From an optimization exercise on the open Yosys and OpenROAD flow, aimed at small area; shortcuts taken in it are not production practice. RTL that was checked went through simulation tests only; none was proved equivalent to the original. Power is estimated from default activity; no workload was simulated.

build 38:
## pi_loop_top
module pi_loop_top (
  input  logic                 clk,
  input  logic                 rst_n,
  input  logic                 arm,
  input  logic signed [17:0]   cfg_setpt,    
  input  logic signed [47:0]   cfg_alpha,    
  input  logic signed [47:0]   cfg_p,        
  input  logic [15:0]          cfg_delay,    
  output logic                 adc_sck,
  output logic                 adc_conv,
  input  logic                 adc_in,
  output logic                 dac_sck,
  output logic                 dac_ss,
  output logic                 dac_out,
  output logic signed [18:0]   status_err_cur,
  output logic signed [67:0]   status_adj
);
Size: about 1300 cells after synthesis, ~230 I/O pins, ~14000 µm² of cells after synthesis.
clock: 7.0 ns
lec_check: 0
cap_margin: 20
core_margin: 2
core_utilization: 30
slew_margin: 20
standard.sh (not shown) runs the stock make flow with config.mk's settings and CLKGATE_MAP_FILE= SYNTH_SCRIPT=/design/flow/synth_recipe.tcl, a recipe that flattens the netlist after the stock synthesis.
==> flow/flow/run.sh <==
#!/bin/bash
# Standard ORFS layout (the standard.sh, standard synthesis), with two changes:
# the port buffers use the smallest buffer cell, and clock tree synthesis inserts no
# dummy loads. Each make run writes its full output to a log file here.
set -euo pipefail
export BUFFER_PORTS_ARGS="-buffer_cell sky130_fd_sc_hd__buf_1"
export CTS_ARGS="-sink_clustering_enable -repair_clock_nets -dont_use_dummy_load -buf_list sky130_fd_sc_hd__clkbuf_4"
bash standard.sh > flow_standard.log 2>&1
Input-level comparison between build 74 and build 38:
==> flow/flow/run.sh <==
#!/bin/bash
# Standard ORFS layout (the standard.sh, standard synthesis), with two changes:
# the port buffers use the smallest buffer cell, and clock tree synthesis inserts no
# dummy loads. Each make run writes its full output to a log file here.
set -euo pipefail
export BUFFER_PORTS_ARGS="-buffer_cell sky130_fd_sc_hd__buf_1"
export CTS_ARGS="-sink_clustering_enable -repair_clock_nets -dont_use_dummy_load"
bash standard.sh > flow_standard.log 2>&1
--- outcome ---
Across build 74 and build 38, none had a timing, DRC or antenna violation.
Taking build 38 as the reference, in build 74 final net count now smaller; final total power now larger; final area now larger.
## Diff of input files: build 15 against build 74
-- flow/flow/run.sh --
<<< build 74, line 5
set -euo pipefail
export BUFFER_PORTS_ARGS="-buffer_cell sky130_fd_sc_hd__buf_1"
export CTS_ARGS="-sink_clustering_enable -repair_clock_nets -dont_use_dummy_load"
bash standard.sh > flow_standard.log 2>&1
>>> build 15, line 5
set -euo pipefail
export BUFFER_PORTS_ARGS="-buffer_cell sky130_fd_sc_hd__buf_1"
export CTS_ARGS="-sink_clustering_enable -repair_clock_nets -dont_use_dummy_load -buf_list sky130_fd_sc_hd__clkbuf_8 -sink_clustering_size 16 -sink_clustering_max_diameter 60"
bash standard.sh > flow_standard.log 2>&1
## What came out
The shortest period the worst path allows of build 15 was inferior to that of build 74. The setup slack of build 15 is smaller than that of build 74. Cmp build 15 and build 74 / met2 demand-to-capacity share in global routing / higher: build 15. Taking build 74 as the reference point, the arrival time at the worst endpoint of build 15 rises by 100 ps. [diff] static leakage power, build 15 relative to build 74: improvement. Going from build 74 to build 15, total power draw dropped about 10%; design area decreased 470 µm²; met1 usage roughly the same. Global router's overall resource usage: build 15 and build 74 compared, higher one is build 74. The highest attainable clock frequency of build 15 and that of build 74 are within noise of each other. Measured against each other, build 15 and build 74 differ in number of global-route vias before repair, the lower figure coming from build 15.
Relative to build 15, the following input files were edited for build 31:
==> flow/run.sh (new file) <==
#!/bin/bash
# synth_recipe.tcl (not shown) runs the flow's synth.tcl, then flattens the netlist and writes it again
# the make line also repeats each setting of config.mk as NAME=value (left out here)
make -C /OpenROAD-flow-scripts/flow DESIGN_CONFIG=/design/flow/config.mk WORK_HOME=/design/flow/orfs CLKGATE_MAP_FILE= SYNTH_SCRIPT=/design/flow/synth_recipe.tcl finish
removed: flow/flow/run.sh
removed: flow/standard.sh
Notes after the runs:
Build 31: PASS, flow complete, no timing, DRC or antenna violations. [compare] base=build 15 new=build 31: shortest period the worst path allows fell 360 ps, worst reg-to-reg setup slack rose 360 ps, core utilization of the finished layout rose 4.7 points, overall via count from detail_route rose 226, layout buffering overhead excluding clock cells rose 7.3 points. Build 31 vs. build 15: proportion of layout cells with a drive suffix above 1 went up by 1.4 points. Build 31 ends up with a met3 usage in global routing that is 0.38 points higher than in build 15. Build 15 -> build 31: synthesized cell count delta 0, exact match. Of build 15 and build 31, the higher clock network fraction of total power belongs to build 31. Between build 15 and build 31, the number of enable flip-flop cells after synthesis figures differ only marginally.
Edits applied to the flow inputs when going from build 31 to build 90:
==> flow/flow/run.sh (new file) <==
#!/bin/bash
# Standard ORFS layout (the standard.sh, standard synthesis), with two changes:
# the port buffers use the smallest buffer cell, and clock tree synthesis inserts no
# dummy loads. Each make run writes its full output to a log file here.
set -euo pipefail
export BUFFER_PORTS_ARGS="-buffer_cell sky130_fd_sc_hd__buf_1"
export CTS_ARGS="-sink_clustering_enable -repair_clock_nets -dont_use_dummy_load -buf_list sky130_fd_sc_hd__clkbuf_16 -sink_clustering_size 30 -sink_clustering_max_diameter 80"
bash standard.sh > flow_standard.log 2>&1
==> flow/standard.sh (new file) <==
#!/bin/bash
# synth_recipe.tcl (not shown) runs the flow's synth.tcl, then flattens the netlist and writes it again
# the make line also repeats each setting of config.mk as NAME=value (left out here)
make -C /OpenROAD-flow-scripts/flow DESIGN_CONFIG=/design/flow/config.mk WORK_HOME=/design/flow/orfs CLKGATE_MAP_FILE= SYNTH_SCRIPT=/design/flow/synth_recipe.tcl "${@:-finish}"
removed: flow/run.sh
Results
Internal power: build 90 vs build 31 down 15%
Met3 track utilization from global routing: build 90 vs build 31 down 0.42 points
Build 90 has transition time of the tightest slew-check pin above what build 31 had.
In build 90 the area growth from synthesis to final layout turned out 15 points lower than in build 31.
Build 90 vs. build 31: buffering overhead went down by 7.3 points.
Shortest period the worst path allows is higher on build 90
Against build 31, build 90 reports a routed via count that is lower.
No functional check of the RTL was part of any run of this note.

========
## job 354
The RTL this note starts from:
==> flow/design.v <==
`timescale 1ns/1ns
package pi_pkg;
  localparam int adc_wid = 18;                        
  localparam int err_wid = adc_wid + 1;               
  localparam int consts_wid  = 48;
  localparam int consts_frac = 33;
  localparam int mul_wid     = consts_wid + err_wid;  
  localparam int sum_wid     = mul_wid + 1;           
  localparam int dac_data_wid  = 20;
  localparam int dac_frame_wid = 24;
  localparam logic [3:0] dac_code = 4'b0010;          
  localparam int keep_frac = dac_data_wid - adc_wid;  
  localparam int delay_wid = 16;                      
  typedef enum logic [2:0] {
    idle,    
    delay,   
    adc,     
    mul,     
    dac      
  } loop_state_t;
  typedef struct packed {
    logic signed [adc_wid-1:0]    setpt;   
    logic signed [consts_wid-1:0] alpha;   
    logic signed [consts_wid-1:0] p;
    logic [delay_wid-1:0]         delay;
  } loop_cfg_t;
  typedef struct packed {
    logic signed [err_wid-1:0] err_cur;
    logic signed [sum_wid-1:0] adj;    
  } loop_status_t;
endpackage
`timescale 1ns/1ns
module pi_loop_top (
  input  logic                 clk,
  input  logic                 rst_n,
  input  logic                 arm,
  input  logic signed [17:0]   cfg_setpt,    
  input  logic signed [47:0]   cfg_alpha,    
  input  logic signed [47:0]   cfg_p,        
  input  logic [15:0]          cfg_delay,    
  output logic                 adc_sck,
  output logic                 adc_conv,
  input  logic                 adc_in,
  output logic                 dac_sck,
  output logic                 dac_ss,
  output logic                 dac_out,
  output logic signed [18:0]   status_err_cur,
  output logic signed [67:0]   status_adj
);
  localparam logic [1:0] s_idle = 2'd0, s_dly = 2'd1, s_run = 2'd2, s_dac = 2'd3;
  logic [1:0]  st;
  logic        cap, clr;           
  logic [15:0] n;                  
  wire idle = (st == s_idle);
  wire dly  = (st == s_dly);
  wire run  = (st == s_run);       
  wire dacp = (st == s_dac);       
  wire [6:0] n7 = n[6:0];
  wire [7:0] n8 = n[7:0];
  wire tdone   = dly && !cap && (&n[15:1]);  
  wire run_end = run && (n7 == 7'd96);
  wire dac_end = dacp && (n8 == 8'd192);
  always_ff @(posedge clk) begin
    if (!rst_n) begin
      st  <= s_idle;
      cap <= 1'b0;
      clr <= 1'b0;
    end else begin
      cap <= idle && arm;
      clr <= idle && !arm;
      case (st)
        s_idle:  if (arm) st <= s_dly;
        s_dly:   if (tdone) st <= s_run;
        s_run:   if (run_end) st <= s_dac;
        default: if (dac_end) st <= s_idle;
      endcase
    end
  end
  always_ff @(posedge clk) begin
    if (cap) n <= ~{cfg_delay[15:1], cfg_delay[0] | ~|cfg_delay};  
    else if (run_end) n <= '0;
    else n <= n + 1'b1;
  end
  logic signed [47:0] alpha_q, p_q;
  logic [18:0]        ws;          
  logic               tbit;        
  logic signed [18:0] err_q;
  logic signed [67:0] adj_q;
  logic               epz;         
  always_ff @(posedge clk) begin
    if (cap) begin
      alpha_q <= cfg_alpha;
      p_q     <= cfg_p;
    end
  end
  wire       samp  = run && (n7[1:0] == 2'd3) && (n7 <= 7'd71);
  wire [4:0] kb    = n7[6:2];      
  wire       t_new = ws[18];
  wire       nz    = adc_in ^ t_new;
  wire       dneg  = nz && ((kb == 5'd0) ? adc_in : t_new);
  logic [18:0] ws_next;
  always_comb begin
    logic bw;
    bw = dneg;
    ws_next[0] = nz;
    for (int b = 0; b < 18; b++) begin
      ws_next[b+1] = ws[b] ^ bw;
      bw = bw && !ws[b];
    end
  end
  always_ff @(posedge clk) begin
    if (cap) ws <= {cfg_setpt, 1'b1};
    else if (samp) ws <= ws_next;
    if (samp) tbit <= t_new;
  end
  always_ff @(posedge clk) begin
    if (run && n7 == 7'd75) err_q <= {~ws[18], ws[17:0]};
  end
  assign adc_conv = run && (n7 <= 7'd1);
  assign adc_sck  = run && !n7[1] && (n7 >= 7'd4) && (n7 <= 7'd73);
  logic [67:0] qr;                 
  logic        msb, c1, c2;        
  wire       act   = run && (n7 <= 7'd75);
  wire [1:0] j     = n7[1:0];
  wire [4:0] i     = n7[6:2];      
  wire       first = (i == 5'd0);
  logic ep_b, a_b;
  always_comb begin
    ep_b = 1'b0; a_b = 1'b0;
    for (int k = 0; k <= 18; k++) begin
      if (i == k[4:0]) begin
        if (k >= 1) a_b = adj_q[18-k];
        ep_b = err_q[18-k];
      end
    end
  end
  wire aen  = !first && ws[0];      
  wire aneg = tbit ^ (i == 5'd1);
  wire pen  = ep_b && !epz;
  wire pneg = !first;
  wire [67:0] alpha_x = {{20{alpha_q[47]}}, alpha_q};
  wire [67:0] p_x     = {{20{p_q[47]}}, p_q};
  wire [67:0] ash_x   = {18'd0, adj_q[67:18]};
  logic [16:0] ach, pch, shch;
  always_comb begin
    case (j)
      2'd0: begin ach = alpha_x[16:0];  pch = p_x[16:0];  shch = ash_x[16:0];  end
      2'd1: begin ach = alpha_x[33:17]; pch = p_x[33:17]; shch = ash_x[33:17]; end
      2'd2: begin ach = alpha_x[50:34]; pch = p_x[50:34]; shch = ash_x[50:34]; end
      default: begin ach = alpha_x[67:51]; pch = p_x[67:51]; shch = ash_x[67:51]; end
    endcase
  end
  wire [16:0] u = first ? shch : {qr[15:0], (j == 2'd0) ? a_b : msb};
  wire [16:0] v = aen ? (ach ^ {17{aneg}}) : 17'd0;
  wire [16:0] w = pen ? (pch ^ {17{pneg}}) : 17'd0;
  wire [16:0] cs = u ^ v ^ w;
  wire [16:0] cc = (u & v) | (u & w) | (v & w);
  wire        k1 = (j == 2'd0) ? (aen & aneg) : c1;
  wire        k2 = (j == 2'd0) ? (pen & pneg) : c2;
  wire [17:0] r  = {1'b0, cs} + {1'b0, cc[15:0], k1} + {17'd0, k2};
  always_ff @(posedge clk) begin
    msb <= qr[16];
    c1  <= cc[16];
    c2  <= r[17];
    qr  <= {act ? r[16:0] : qr[16:0], qr[67:17]};
  end
  wire a_ld   = rst_n && run && (n7 == 7'd95);
  wire a_hold = rst_n && !clr && !(run && (n7 == 7'd95));
  wire [67:0] qperm = {qr[16:0], qr[67:51], qr[50:34], qr[33:17]};
  always_ff @(posedge clk) begin
    adj_q <= (qperm & {68{a_ld}}) | (adj_q & {68{a_hold}});
    if (!rst_n || clr) epz <= 1'b1;
    else if (a_ld) epz <= 1'b0;
  end
  wire [36:0] rt   = adj_q[67:31];
  wire        fits = (&rt[36:19]) || !(|rt[36:19]);
  wire [4:0]  fb   = n8[7:3];      
  logic [31:0] word_msb;           
  always_comb begin
    word_msb = '0;
    for (int k = 4; k < 24; k++) word_msb[k] = rt[23-k];
  end
  wire code_bit = (fb == 5'd2);    
  wire sat_bit  = rt[36] ^ (fb != 5'd4);  
  assign dac_out = (fb < 5'd4) ? code_bit : (fits ? word_msb[fb] : sat_bit);
  assign dac_ss  = !(dacp && (n8 < 8'd192));
  assign dac_sck = dacp && (n8 < 8'd192) && n8[2];
  assign status_err_cur = err_q;
  assign status_adj     = adj_q;
endmodule
==> flow/config.mk <==
export PLATFORM = sky130hd
export DESIGN_NAME = pi_loop_top
export DESIGN_NICKNAME = pi_loop_top
export VERILOG_FILES = /design/flow/design.v
export SDC_FILE = /design/flow/constraint.sdc
export NUM_CORES = 4
export LEC_CHECK = 0
export CAP_MARGIN = 0
export CORE_MARGIN = 2
export CORE_UTILIZATION = 65
export SLEW_MARGIN = 0
==> flow/constraint.sdc <==
create_clock -name core_clock -period 7.0 [get_ports {clk}]
set_input_delay 1.4000 -clock core_clock [delete_from_list [all_inputs] [get_ports {clk}]]
set_output_delay 1.4000 -clock core_clock [all_outputs]
set_load 0.01 [all_outputs]
==> flow/flow/run.sh <==
#!/bin/bash
# Standard ORFS layout (the standard.sh, standard synthesis), with two changes:
# the port buffers use the smallest buffer cell, and clock tree synthesis inserts no
# dummy loads. Each make run writes its full output to a log file here.
set -euo pipefail
export BUFFER_PORTS_ARGS="-buffer_cell sky130_fd_sc_hd__buf_1"
export CTS_ARGS="-sink_clustering_enable -repair_clock_nets -dont_use_dummy_load -buf_list sky130_fd_sc_hd__clkbuf_4 -sink_clustering_size 12 -sink_clustering_max_diameter 45"
bash standard.sh > flow_standard.log 2>&1
What job 1335 does differently from job 354 at the input level:
- a change of CORE_UTILIZATION from 65 to 55
--- a/flow/flow/run.sh
+++ b/flow/flow/run.sh
@@ -6,3 +6,3 @@
 export BUFFER_PORTS_ARGS="-buffer_cell sky130_fd_sc_hd__buf_1"
-export CTS_ARGS="-sink_clustering_enable -repair_clock_nets -dont_use_dummy_load -buf_list sky130_fd_sc_hd__clkbuf_4 -sink_clustering_size 12 -sink_clustering_max_diameter 45"
+export CTS_ARGS="-sink_clustering_enable -repair_clock_nets -dont_use_dummy_load -buf_list sky130_fd_sc_hd__clkbuf_8 -sink_clustering_size 16 -sink_clustering_max_diameter 60"
 bash standard.sh > flow_standard.log 2>&1
Job 354 and job 1335 all finish clean.
Higher core area goes to job 1335 over job 354.
Status: post-synth net total parity (job 1335, job 354)
The global routing met1 resource utilization of job 1335 falls short of that of job 354 by 5.3 points.
Going from job 354 to job 1335, post-route core utilization saw a decrease, switching portion of total power neither gained nor lost much, largest incremental delay on the critical path did not really move, flip-flop and latch count level.
Of job 354 and job 1335, the higher via density per instance belongs to job 354.
--- input diff job 1335..job 5059 ---
- a change of CORE_UTILIZATION from 55 to 65
--- a/flow/flow/run.sh
+++ b/flow/flow/run.sh
@@ -6,3 +6,3 @@
 export BUFFER_PORTS_ARGS="-buffer_cell sky130_fd_sc_hd__buf_1"
-export CTS_ARGS="-sink_clustering_enable -repair_clock_nets -dont_use_dummy_load -buf_list sky130_fd_sc_hd__clkbuf_8 -sink_clustering_size 16 -sink_clustering_max_diameter 60"
+export CTS_ARGS="-sink_clustering_enable -repair_clock_nets -dont_use_dummy_load -buf_list sky130_fd_sc_hd__clkbuf_4 -sink_clustering_size 10 -sink_clustering_max_diameter 40"
 bash standard.sh > flow_standard.log 2>&1
==> run summary <==
- Share of total power in combinational logic, job 1335 and job 5059: lower on job 1335
- Job 5059 against job 1335: first-pass GRT wire length shows a reduction of about 5%, final antenna diode count shows an increase of 1, number of antenna violations at the first check in global routing shows an increase of 1.
Relative to job 5059, the following input files were edited for job 8446:
--- a/flow/flow/run.sh
+++ b/flow/flow/run.sh
@@ -6,3 +6,3 @@
 export BUFFER_PORTS_ARGS="-buffer_cell sky130_fd_sc_hd__buf_1"
-export CTS_ARGS="-sink_clustering_enable -repair_clock_nets -dont_use_dummy_load -buf_list sky130_fd_sc_hd__clkbuf_4 -sink_clustering_size 10 -sink_clustering_max_diameter 40"
+export CTS_ARGS="-sink_clustering_enable -repair_clock_nets -dont_use_dummy_load -buf_list sky130_fd_sc_hd__clkbuf_8 -sink_clustering_size 16 -sink_clustering_max_diameter 60"
 bash standard.sh > flow_standard.log 2>&1
==> comparison <==
Core utilization: job 5059 vs job 8446 — no meaningful difference
Summary: with job 5059 as the reference, wire length of the first global-routing pass in job 8446 moved down slightly.
In the flow results for job 5059 and job 8446, the total number of vias is smaller on job 8446.
Top achievable clock speed (lower): job 5059
Job 8446 vs job 5059: final setup slack of the worst path up in job 8446
The hold slack of job 8446 exceeds that of job 5059 by 0.033 ns.
From job 5059 to job 8446 the numbers moved as follows: area growth from synthesis to layout up 0.16 points; ratio of final minimum period to clock period down 0.36 points; synthesized cell count flat.
Going from job 5059 to job 8446, mean cell area of the mapped netlist comparable; total routing usage reported by global routing went down.

==> afterwards: timing with drivers on the ports <==
In the flow no input, the clock included, has a driving cell. The finished layouts below were timed again as built, in two steps. Step 1 (the two cells are an assumption about what drives the block):
set clk [get_ports {clk}]
set_driving_cell -lib_cell sky130_fd_sc_hd__clkbuf_16 $clk
set_driving_cell -lib_cell sky130_fd_sc_hd__buf_2 [delete_from_list [all_inputs] $clk]
Step 2 moves the port delays by t, midway between the first and last clock arrival at a register: inputs arrive t later, outputs are due t later. That takes back most of the time a late clock gives input paths. a / b / c = ideal / step 1 / step 2; a / b = the first two.
run	t (ns)	slack for setup (ns)	worst hold slack (ns)
build 38	0.801	0.692 / 0.692 / 0.692	0.313 / 0.313 / 0.313
build 74	0.571	0.691 / 0.691 / 0.691	0.328 / 0.328 / 0.328
build 15	0.643	0.677 / 0.677 / 0.677	0.298 / 0.298 / 0.298
build 31	0.587	1.041 / 1.041 / 1.041	0.347 / 0.347 / 0.347
build 90	0.569	0.651 / 0.651 / 0.651	0.277 / 0.277 / 0.277
job 354	0.667	1.396 / 1.396 / 1.396	0.247 / 0.247 / 0.247
job 1335	0.605	1.321 / 1.321 / 1.321	0.315 / 0.315 / 0.315
job 5059	0.680	1.330 / 1.330 / 1.330	0.248 / 0.248 / 0.248
job 8446	0.574	1.355 / 1.355 / 1.355	0.281 / 0.281 / 0.281
After both steps setup and hold are still met in every run listed.
